Background: an optimization exercise with open tools, aiming at small area, a short achievable clock period and few clock cycles per item. Do not read the settings as production practice.
In this exercise RTL edits were held to simulation tests only and were not proved equivalent to the original.
No activity file was given, so power comes from the tool's default toggle rates.

Setup of xenon:
==> module jti_setup, before the edit <==
module jti_setup (
  input  logic                   clk,
  input  logic                   ld,      
  input  logic [15:0]            tgt,
  input  logic [15:0]            spos,
  input  logic [1:0]             lz,
  output logic [15:0]            mag,     
  input  logic                   ds,      
  input  logic                   lin,
  input  logic                   lin_ld,  
  input  logic [jti_pkg::DW-1:0] dv,
  input  logic [7:0]             c1,
  input  logic [8:0]             c2,
  input  logic [8:0]             ca,      
  input  logic                   c3en,    
  output logic                   neg,
  output logic [jti_pkg::RW-1:0] r1, r2, r3,
  output logic [15:0]            q1,
  output logic [14:0]            q2, q3
);
  localparam int DW = jti_pkg::DW;
  localparam int RW = jti_pkg::RW;
  localparam int TW = jti_pkg::TW;
  function automatic logic [15:0] jti_addc(input logic [15:0] a, input logic [15:0] b,
                                           input logic cin);
    logic [15:0] x, pall;
    x = a ^ b;
    pall[0] = 1'b1;
    for (int i = 1; i < 16; i++) pall[i] = pall[i-1] & x[i-1];
    jti_addc = (a + b) ^ (pall & {16{cin}});
  endfunction
  logic [15:0] m;
  logic [RW-1:0] w1, w2, w3;
  logic        b, b2;    
  assign b  = m[15];
  assign r1 = w1;
  assign r2 = w2;
  assign r3 = w3;
  function automatic logic [TW:0] add3(input logic [TW:0] a, input logic [TW:0] bb,
                                       input logic [TW:0] e, input logic cin);
    add3 = (a ^ bb ^ e) + {(a[TW-1:0] & bb[TW-1:0]) | (a[TW-1:0] & e[TW-1:0]) |
                           (bb[TW-1:0] & e[TW-1:0]), cin};
  endfunction
  function automatic logic [RW+1:0] dstep(input logic [TW-1:0] a, input logic [TW-1:0] bb,
                                          input logic [DW-1:0] d);
    logic [TW:0] t, u1, u2;
    t  = {1'b0, a} + {1'b0, bb};
    u1 = add3({1'b0, a}, {1'b0, bb}, ~{2'b00, d}, 1'b1);
    u2 = add3({1'b0, a}, {1'b0, bb}, ~{1'b0, d, 1'b0}, 1'b1);
    if (!u2[TW])      dstep = {2'd2, u2[RW-1:0]};
    else if (!u1[TW]) dstep = {2'd1, u1[RW-1:0]};
    else              dstep = {2'd0, t[RW-1:0]};
  endfunction
  logic [16:0]   dp, dn;
  logic [15:0]   mshift;
  logic [RW+1:0] s1, s2, s3;
  logic [15:0]   q1a, q1p, q1q, q2i, q3i;
  always_comb begin
    dp  = {tgt[15], tgt} - {spos[15], spos};
    dn  = {spos[15], spos} - {tgt[15], tgt};
    mag = dp[16] ? dn[15:0] : dp[15:0];
    mshift = mag << lz;
    s1  = dstep({1'b0, w1, 1'b0}, b ? TW'(c1) : '0, dv);
    s2  = dstep({1'b0, w2, 1'b0}, b2 ? TW'(c2) : '0, dv);
    s3  = dstep({1'b0, w3, 1'b0}, (b && c3en) ? TW'(12) : '0, dv);
    q1a = {q1[14:0], 1'b0} + (b ? {7'd0, ca} : 16'd0);
    q1p = jti_addc(q1a, 16'd0, 1'b1);
    q1q = jti_addc({1'b0, q1a[15:1]}, 16'd0, 1'b1);
    q2i = jti_addc({1'b0, q2}, 16'd0, s2[RW+1]);
    q3i = jti_addc({1'b0, q3}, 16'd0, s3[RW+1]);
  end
  always_ff @(posedge clk) begin
    if (ld) begin
      neg <= dp[16];
      m   <= mag << lz;
      b2  <= lin_ld ? mag[7] : mshift[15];
    end else if (ds) begin
      m   <= {m[14:0], 1'b0};
      b2  <= lin ? m[6] : m[14];
    end
    if (ld) begin
      w1 <= '0;
      w2 <= '0;
      w3 <= '0;
      q1 <= '0;
      q2 <= '0;
      q3 <= '0;
    end else if (ds) begin
      w1 <= s1[RW-1:0];
      w2 <= s2[RW-1:0];
      w3 <= s3[RW-1:0];
      q1 <= s1[RW+1] ? {q1q[14:0], q1a[0]} : (s1[RW] ? q1p : q1a);
      q2 <= {q2i[13:0], s2[RW]};
      q3 <= {q3i[13:0], s3[RW]};
    end
  end
endmodule
==> module jti_emit, before the edit <==
module jti_emit (
  input  logic                   clk,
  input  logic                   rst,
  input  logic                   ho,      
  input  logic                   lin_in,  
  input  logic                   ec,      
  input  logic                   neg_in,
  input  logic [jti_pkg::RW-1:0] r1_in, r2_in, r3_in,
  input  logic [15:0]            q1_in,
  input  logic [14:0]            q2_in, q3_in,
  input  logic [jti_pkg::DW-1:0] dv_in,   
  input  logic                   es,      
  input  logic [jti_pkg::DW-1:0] dv,      
  output logic [15:0]            pos
);
  localparam int DW = jti_pkg::DW;
  localparam int RW = jti_pkg::RW;
  function automatic logic [15:0] jti_addc(input logic [15:0] a, input logic [15:0] b,
                                           input logic cin);
    logic [15:0] x, pall;
    x = a ^ b;
    pall[0] = 1'b1;
    for (int i = 1; i < 16; i++) pall[i] = pall[i-1] & x[i-1];
    jti_addc = (a + b) ^ (pall & {16{cin}});
  endfunction
  logic          neg;
  logic [RW-1:0] r0, r1, r2, r3;
  logic [15:0]   q1;
  logic [14:0]   q2, q3;
  function automatic logic [RW:0] estep(input logic [RW-1:0] a, input logic [RW-1:0] bb,
                                        input logic [DW-1:0] d);
    logic [RW+1:0] t, u;
    t = {2'b00, a} + {2'b00, bb};
    u = ({2'b00, a} ^ {2'b00, bb} ^ ~{1'b0, d}) +
        {({1'b0, a} & {1'b0, bb}) | ({1'b0, a} & ~d) | ({1'b0, bb} & ~d), 1'b1};
    estep = u[RW+1] ? {1'b0, t[RW-1:0]} : {1'b1, u[RW-1:0]};
  endfunction
  logic [RW:0]   e0, e1;
  logic [RW+1:0] t2, u2;
  logic [15:0]   pa, qb, qc;
  always_comb begin
    e0 = estep(r0, r1, dv);
    e1 = estep(r1, r2, dv);
    t2 = {2'b00, r2} + ~{2'b00, r3} + (RW+2)'(1);
    u2 = ({2'b00, r2} ^ ~{2'b00, r3} ^ {1'b0, dv}) +
         {({1'b0, r2} & ~{1'b0, r3}) | ({1'b0, r2} & dv) | (~{1'b0, r3} & dv), 1'b1};
    pa = jti_addc(pos, q1 ^ {16{neg}}, e0[RW] ^ neg);
    qb = jti_addc(q1, {q2[14], q2}, e1[RW]);
    qc = jti_addc({1'b0, q2}, {1'b1, ~q3}, !t2[RW+1]);
  end
  always_ff @(posedge clk) begin
    if (rst) begin
      pos <= '0;
    end else if (es) begin
      pos <= pa;
    end
  end
  always_ff @(posedge clk) begin
    if (ho) begin
      neg <= neg_in;
      r0  <= RW'(dv_in >> 1);
      r1  <= r1_in;
      r2  <= r2_in;
      r3  <= lin_in ? r2_in : r3_in;
      q1  <= q1_in;
      q2  <= q2_in;
      q3  <= lin_in ? q2_in : q3_in;
    end else if (es || ec) begin
      if (es) begin
        r0 <= e0[RW-1:0];
      end
      if (ec) begin
        r3 <= '0;
        q3 <= '0;
      end
      r1  <= e1[RW-1:0];
      r2  <= t2[RW+1] ? u2[RW-1:0] : t2[RW-1:0];
      q1  <= qb;
      q2  <= qc[14:0];
    end
  end
endmodule
export LEC_CHECK = 0
export CAP_MARGIN = 20
export CORE_MARGIN = 2
export CORE_UTILIZATION = 55
export SETUP_SLACK_MARGIN = 5
export SLEW_MARGIN = 20
export TNS_END_PERCENT = 100
create_clock -name core_clock -period 10.0 [get_ports {clk}]
run.sh (not shown) runs the stock make flow with config.mk's settings and CLKGATE_MAP_FILE= SYNTH_SCRIPT=/design/flow/synth_recipe.tcl, a recipe that flattens the netlist after the stock synthesis.
Testbench counts of xenon, summed over its fixed seeds: cycles 9,007, items 6,355.
## Diff of input files: maple against xenon
--- a/flow/design.v
+++ b/flow/design.v
@@ -72,22 +72,21 @@
   function automatic logic [RW+1:0] dstep(input logic [TW-1:0] a, input logic [TW-1:0] bb,
                                           input logic [DW-1:0] d);
     logic [TW:0] t, u1, u2;
     t  = {1'b0, a} + {1'b0, bb};
-    u1 = add3({1'b0, a}, {1'b0, bb}, ~{2'b00, d}, 1'b1);
-    u2 = add3({1'b0, a}, {1'b0, bb}, ~{1'b0, d, 1'b0}, 1'b1);
+    u1 = t - {2'b00, d};
+    u2 = t - {1'b0, d, 1'b0};
     if (!u2[TW])      dstep = {2'd2, u2[RW-1:0]};
     else if (!u1[TW]) dstep = {2'd1, u1[RW-1:0]};
     else              dstep = {2'd0, t[RW-1:0]};
   endfunction
-  logic [16:0]   dp, dn;
+  logic [16:0]   dp;
   logic [15:0]   mshift;
   logic [RW+1:0] s1, s2, s3;
   logic [15:0]   q1a, q1p, q1q, q2i, q3i;
   always_comb begin
     dp  = {tgt[15], tgt} - {spos[15], spos};
-    dn  = {spos[15], spos} - {tgt[15], tgt};
-    mag = dp[16] ? dn[15:0] : dp[15:0];
+    mag = jti_addc(dp[15:0] ^ {16{dp[16]}}, 16'd0, dp[16]);
     mshift = mag << lz;
     s1  = dstep({1'b0, w1, 1'b0}, b ? TW'(c1) : '0, dv);
     s2  = dstep({1'b0, w2, 1'b0}, b2 ? TW'(c2) : '0, dv);
     s3  = dstep({1'b0, w3, 1'b0}, (b && c3en) ? TW'(12) : '0, dv);
@@ -155,10 +154,9 @@
   function automatic logic [RW:0] estep(input logic [RW-1:0] a, input logic [RW-1:0] bb,
                                         input logic [DW-1:0] d);
     logic [RW+1:0] t, u;
     t = {2'b00, a} + {2'b00, bb};
-    u = ({2'b00, a} ^ {2'b00, bb} ^ ~{1'b0, d}) +
-        {({1'b0, a} & {1'b0, bb}) | ({1'b0, a} & ~d) | ({1'b0, bb} & ~d), 1'b1};
+    u = t - {1'b0, d};
     estep = u[RW+1] ? {1'b0, t[RW-1:0]} : {1'b1, u[RW-1:0]};
   endfunction
   logic [RW:0]   e0, e1;
   logic [RW+1:0] t2, u2;
@@ -166,10 +164,9 @@
   always_comb begin
     e0 = estep(r0, r1, dv);
     e1 = estep(r1, r2, dv);
     t2 = {2'b00, r2} + ~{2'b00, r3} + (RW+2)'(1);
-    u2 = ({2'b00, r2} ^ ~{2'b00, r3} ^ {1'b0, dv}) +
-         {({1'b0, r2} & ~{1'b0, r3}) | ({1'b0, r2} & dv) | (~{1'b0, r3} & dv), 1'b1};
+    u2 = t2 + {1'b0, dv};
     pa = jti_addc(pos, q1 ^ {16{neg}}, e0[RW] ^ neg);
     qb = jti_addc(q1, {q2[14], q2}, e1[RW]);
     qc = jti_addc({1'b0, q2}, {1'b1, ~q3}, !t2[RW+1]);
   end
[compare] base=xenon new=maple: sequential power dropped 6.4%, power dropped 1600 uW.
Buffer count from post-CTS setup fixing ended up 780% higher on maple than on xenon.
Cmp maple and xenon / total number of tap cells / higher: xenon
Lower highest attainable clock frequency among maple and xenon: maple
Cmp maple and xenon / filler-free cell count of the finished design / higher: xenon
Register-to-register path setup slack: maple worse than xenon
Diff xenon -> maple: mean area per synthesized cell shows a reduction of about 0.36%; number of nets in the layout went down by 9.8%; sequential portion of the cell area went up 0.44 points; clock period minus worst slack moved up.
xenon ended up with sky130_fd_sc_hd__clkdlybuf4s50_1 as its slowest cell on the critical path; maple ended up with sky130_fd_sc_hd__a2111o_1.
Comparing maple and xenon, the higher worst hold slack is on maple.
Relative to xenon, power attributed to combinational cells has decreased by about 32% in maple.
Testbench counts of maple, summed over its fixed seeds: cycles 9,007, items 6,355.

[re-timing with driven ports]
No port has a modelled driver above. Below, the same layouts with a new extraction and two added sets of constraints.
Step 1 (the two cells are an assumption about what drives the block):
set clk [get_ports {clk}]
set_driving_cell -lib_cell sky130_fd_sc_hd__clkbuf_16 $clk
set_driving_cell -lib_cell sky130_fd_sc_hd__buf_2 [delete_from_list [all_inputs] $clk]
Step 2 also shifts input and output timing later by t, the mid clock arrival at the registers, as if the neighbouring blocks saw the same clock.
Three values: ideal, step 1, step 2; two values: the first two.
run | t (ns) | setup slack, ns | latest minus earliest clock arrival (ns)
xenon | 0.896 | 5.056 / 5.076 / 4.223 | 0.033 / 0.034
maple | 0.877 | 4.516 / 4.516 / 4.253 | 0.055 / 0.056
After both steps every run listed still meets setup and hold. The setup slack of xenon, which loses most, moves by +0.020 ns with the drivers and by -0.833 ns with both steps.
